This design comes from an exercise in tuning for small area on the open sky130 flow, not from production work.
The RTL was checked by simulation tests, not by an equivalence proof against the original design.
Power is estimated from default activity; no workload was simulated.

==> flow/design.v <==
module risc_op_issue (
    input  logic        clk,
    input  logic        rst,
    input  logic        instr_valid,
    input  logic [31:0] instr,
    output logic        instr_ready,
    output logic [31:0] alu_x1,
    output logic [31:0] alu_x2,
    output logic [19:0] alu_instr,
    output logic        alu_cin,
    output logic        alu_opcode_4,
    input  logic [31:0] alu_y,
    input  logic        alu_cout,
    output logic        wb_valid,
    output logic [4:0]  wb_rd,
    output logic [31:0] wb_data,
    output logic        illegal,
    input  logic [4:0]  dbg_addr,
    output logic [31:0] dbg_data,
    output logic [31:0] retired
);
    localparam logic [6:0] OPC_OP     = 7'b0110011;
    localparam logic [6:0] OPC_OP_IMM = 7'b0010011;
    logic        exec_q, wb_q, illegal_q;
    logic        idle, take, wb_go;
    logic [19:0] hi_q;         
    logic        op5_q;        
    logic [4:0]  rd_q;         
    logic [31:0] op1_q;        
    logic [31:0] result_q;
    logic [4:0]  wb_rd_q;
    logic        pend_q;       
    logic [4:0]  off_q, off_d;
    logic [31:1] rf_v_q;
    logic [31:0] ring_q [31];
    logic [4:0]  addr_a;
    logic [31:0] port_a, port_d;
    logic        unused_cout;
    assign unused_cout = alu_cout;
    assign idle  = ~(exec_q | wb_q);
    assign take  = idle & instr_valid;
    assign wb_go = exec_q & ~illegal_q;
    always_ff @(posedge clk or posedge rst) begin
        if (rst) begin
            exec_q    <= 1'b0;
            wb_q      <= 1'b0;
            illegal_q <= 1'b0;
        end else begin
            exec_q    <= take;
            wb_q      <= wb_go;
            illegal_q <= take & (instr[6:0] != OPC_OP) & (instr[6:0] != OPC_OP_IMM);
        end
    end
    always_ff @(posedge clk) begin
        hi_q  <= instr[31:12];
        op5_q <= instr[5];
        rd_q  <= instr[11:7];
        op1_q <= port_a;
    end
    always_ff @(posedge clk or posedge rst) begin
        if (rst) begin
            result_q <= '0;
            wb_rd_q  <= '0;
        end else if (wb_go) begin
            result_q <= alu_y;
            wb_rd_q  <= rd_q;
        end
    end
    function automatic logic [4:0] mod31_add(input logic [4:0] a, input logic [4:0] b);
        logic [5:0] sum;
        sum = {1'b0, a} + {1'b0, b};
        if (sum >= 6'd31) sum = sum - 6'd31;
        mod31_add = sum[4:0];
    endfunction
    assign off_d = (off_q == 5'd30) ? 5'd0 : off_q + 5'd1;
    always_ff @(posedge clk or posedge rst) begin
        if (rst) begin
            off_q <= '0;
        end else begin
            off_q <= off_d;
        end
    end
    logic        wr_cand, wr_hit;
    logic [4:0]  wr_slot;        
    logic [30:0] wr_en;
    assign wr_cand = (wb_q & (wb_rd_q != 5'd0)) | pend_q;
    assign wr_slot = mod31_add(wb_rd_q, off_d);
    always_comb begin
        wr_hit = 1'b0;
        for (int s = 0; s < 31; s += 3) begin
            if (wr_slot == 5'(s)) wr_hit = 1'b1;
        end
        for (int s = 0; s < 31; s++) begin
            wr_en[s] = (s % 3 == 0) && wr_cand && (wr_slot == 5'(s));
        end
    end
    always_ff @(posedge clk or posedge rst) begin
        if (rst) begin
            pend_q <= 1'b0;
            rf_v_q <= '0;
        end else begin
            pend_q <= wr_cand & ~wr_hit;
            for (int i = 1; i < 32; i++) begin
                if (wb_q && wb_rd_q == 5'(i)) rf_v_q[i] <= 1'b1;
            end
        end
    end
    always_ff @(posedge clk) begin
        for (int s = 0; s < 31; s++) begin
            if (wr_en[s]) ring_q[s] <= result_q;
            else          ring_q[s] <= ring_q[(s + 30) % 31];
        end
    end
    logic [1:0][4:0]        rd_addr, rd_slot;
    logic [1:0]             rd_byp, rd_hit;
    logic [1:0][32:0]       rd_sel;
    logic [1:0][3:0]        rd_pre_hi;
    logic [1:0][7:0]        rd_pre_lo;
    logic [32:0][31:0]      rd_word;
    logic [1:0][31:0]       rd_acc;
    assign addr_a     = exec_q ? hi_q[12:8] : instr[19:15];
    assign rd_addr[0] = addr_a;
    assign rd_addr[1] = dbg_addr;
    always_comb begin
        rd_word = '0;
        for (int s = 0; s < 31; s++) rd_word[s] = ring_q[s];
        rd_word[31] = result_q;
        for (int p = 0; p < 2; p++) begin
            rd_byp[p]  = pend_q & (rd_addr[p] == wb_rd_q);
            rd_hit[p]  = (rd_addr[p] != 5'd0) & rf_v_q[rd_addr[p]] & ~rd_byp[p];
            rd_slot[p] = mod31_add(rd_addr[p], off_q);
            for (int j = 0; j < 4; j++) rd_pre_hi[p][j] = rd_hit[p] & (rd_slot[p][4:3] == 2'(j));
            for (int j = 0; j < 8; j++) rd_pre_lo[p][j] = (rd_slot[p][2:0] == 3'(j));
            rd_sel[p]  = '0;
            for (int s = 0; s < 31; s++) rd_sel[p][s] = rd_pre_hi[p][s / 8] & rd_pre_lo[p][s % 8];
            rd_sel[p][31] = rd_byp[p];
            rd_acc[p] = '1;
            for (int k = 0; k < 11; k++) begin
                rd_acc[p] = rd_acc[p] & ~(({32{rd_sel[p][3*k]}}   & rd_word[3*k])   |
                                          ({32{rd_sel[p][3*k+1]}} & rd_word[3*k+1]) |
                                          ({32{rd_sel[p][3*k+2]}} & rd_word[3*k+2]));
            end
        end
    end
    assign port_a = ~rd_acc[0];
    assign port_d = ~rd_acc[1];
    assign instr_ready  = idle;
    assign alu_x1       = {32{exec_q}} & op1_q;
    assign alu_x2       = {32{exec_q}} & port_a;
    assign alu_instr    = {20{exec_q}} & hi_q;
    assign alu_cin      = 1'b0;
    assign alu_opcode_4 = exec_q & op5_q;
    assign illegal      = illegal_q;
    assign wb_valid     = wb_q;
    assign wb_rd        = wb_rd_q;
    assign wb_data      = result_q;
    assign dbg_data     = port_d;
    logic [31:0] retired_q;
    always_ff @(posedge clk or posedge rst) begin
        if (rst) begin
            retired_q <= '0;
        end else begin
            retired_q <= retired_q + {31'd0, wb_q};
        end
    end
    assign retired = retired_q;
endmodule
clock: 9.0 ns
lec_check: 0
cap_margin: 10
core_margin: 2
core_utilization: 55
place_density: 0.65
slew_margin: 10
standard.sh (not shown) runs the stock make flow with config.mk's settings and CLKGATE_MAP_FILE= SYNTH_SCRIPT=/design/flow/synth_recipe.tcl, a recipe that flattens the netlist after the stock synthesis.
==> flow/flow/run.sh <==
#!/bin/bash
# Own layout flow: the standard ORFS flow (standard.sh) with these changes:
#  - synthesis maps the logic with an area-oriented ABC script (flow/area.script) instead of
#    ORFS's speed script; the rest of synth_recipe.tcl runs unchanged;
#  - port buffers are buf_1 cells;
#  - CTS uses small clock buffers and inserts no dummy loads.
# Each tool's output stays in ORFS's own logs under orfs/logs; make's output goes to make.log.
set -euo pipefail
W=$(pwd)
{
  echo "set ::own_abc_script $W/flow/area.script"
  cat "$W/flow/abc_override.tcl"
  cat "$W/synth_recipe.tcl"
} > "$W/own_synth.tcl"

bash "$W/standard.sh" \
  "SYNTH_SCRIPT=$W/own_synth.tcl" \
  "BUFFER_PORTS_ARGS=-buffer_cell sky130_fd_sc_hd__buf_1" \
  "CTS_ARGS=-sink_clustering_enable -repair_clock_nets -dont_use_dummy_load -buf_list {sky130_fd_sc_hd__clkbuf_4} -sink_clustering_size 10 -sink_clustering_max_diameter 50" \
  finish > "$W/make.log" 2>&1
==> flow/flow/abc_override.tcl <==
# Replace the ABC script that ORFS's synthesis passes to abc (its speed script) with
# ./area.script, an area-oriented mapping. Everything else in synthesis is unchanged, so the
# registers (mapped by dfflibmap before abc) are the standard synthesis's.
proc abc {args} {
  set i [lsearch -exact $args -script]
  if {$i >= 0} {
    set args [lreplace $args [expr {$i + 1}] [expr {$i + 1}] $::own_abc_script]
  }
  yosys abc {*}$args
}
==> flow/flow/area.script <==
&get -n
&st
&nf -a -R 1000
&put
==> next run, changes <==
--- a/flow/design.v
+++ b/flow/design.v
@@ -115,6 +115,4 @@
     logic [1:0]             rd_byp, rd_hit;
     logic [1:0][32:0]       rd_sel;
-    logic [1:0][3:0]        rd_pre_hi;
-    logic [1:0][7:0]        rd_pre_lo;
     logic [32:0][31:0]      rd_word;
     logic [1:0][31:0]       rd_acc;
@@ -130,8 +128,6 @@
             rd_hit[p]  = (rd_addr[p] != 5'd0) & rf_v_q[rd_addr[p]] & ~rd_byp[p];
             rd_slot[p] = mod31_add(rd_addr[p], off_q);
-            for (int j = 0; j < 4; j++) rd_pre_hi[p][j] = rd_hit[p] & (rd_slot[p][4:3] == 2'(j));
-            for (int j = 0; j < 8; j++) rd_pre_lo[p][j] = (rd_slot[p][2:0] == 3'(j));
             rd_sel[p]  = '0;
-            for (int s = 0; s < 31; s++) rd_sel[p][s] = rd_pre_hi[p][s / 8] & rd_pre_lo[p][s % 8];
+            for (int s = 0; s < 31; s++) rd_sel[p][s] = rd_hit[p] & (rd_slot[p] == 5'(s));
             rd_sel[p][31] = rd_byp[p];
             rd_acc[p] = '1;
Outcome: Routed wire length stays flat. Global-route usage increases by 0.20 points. Core utilization climbs by 0.51 points. Die area barely changes. Cell count drops slightly. Worst hold slack is worse by 0.0067 ns. Worst setup slack gets worse by 0.023 ns. Register-to-register slack improves by 0.09 ns. Clock power is about the same. Combinational power rose by a little under a tenth.

port drivers added, routing unchanged:
The flow's constraints put no driver on any port. The routed layouts listed below were extracted and timed again, unchanged, in two steps. Step 1: set_driving_cell puts a clkbuf_16 on clk and a buf_2 on each other input, an assumption about the parent block. Step 2, shift: input delay + t, output delay - t, t = (earliest + latest rising clock arrival at the registers) / 2. This alone moves slack from input paths to output paths. Slacks: no drivers / after step 1 / after step 2; pairs: no drivers / after step 1.
run | shift t [ns] | setup slack, ns | worst setup path at the end | pins driven straight from the clock port
the first run | 1.067 | 0.298 / 0.237 / 0.287 | input to output | 1
the second run | 1.075 | 0.275 / 0.211 / 0.232 | input to output | 1
After both steps every run listed still meets setup and hold. For the second run, which loses most, drivers alone change the setup slack by -0.064 ns; drivers and shift together by -0.043 ns.
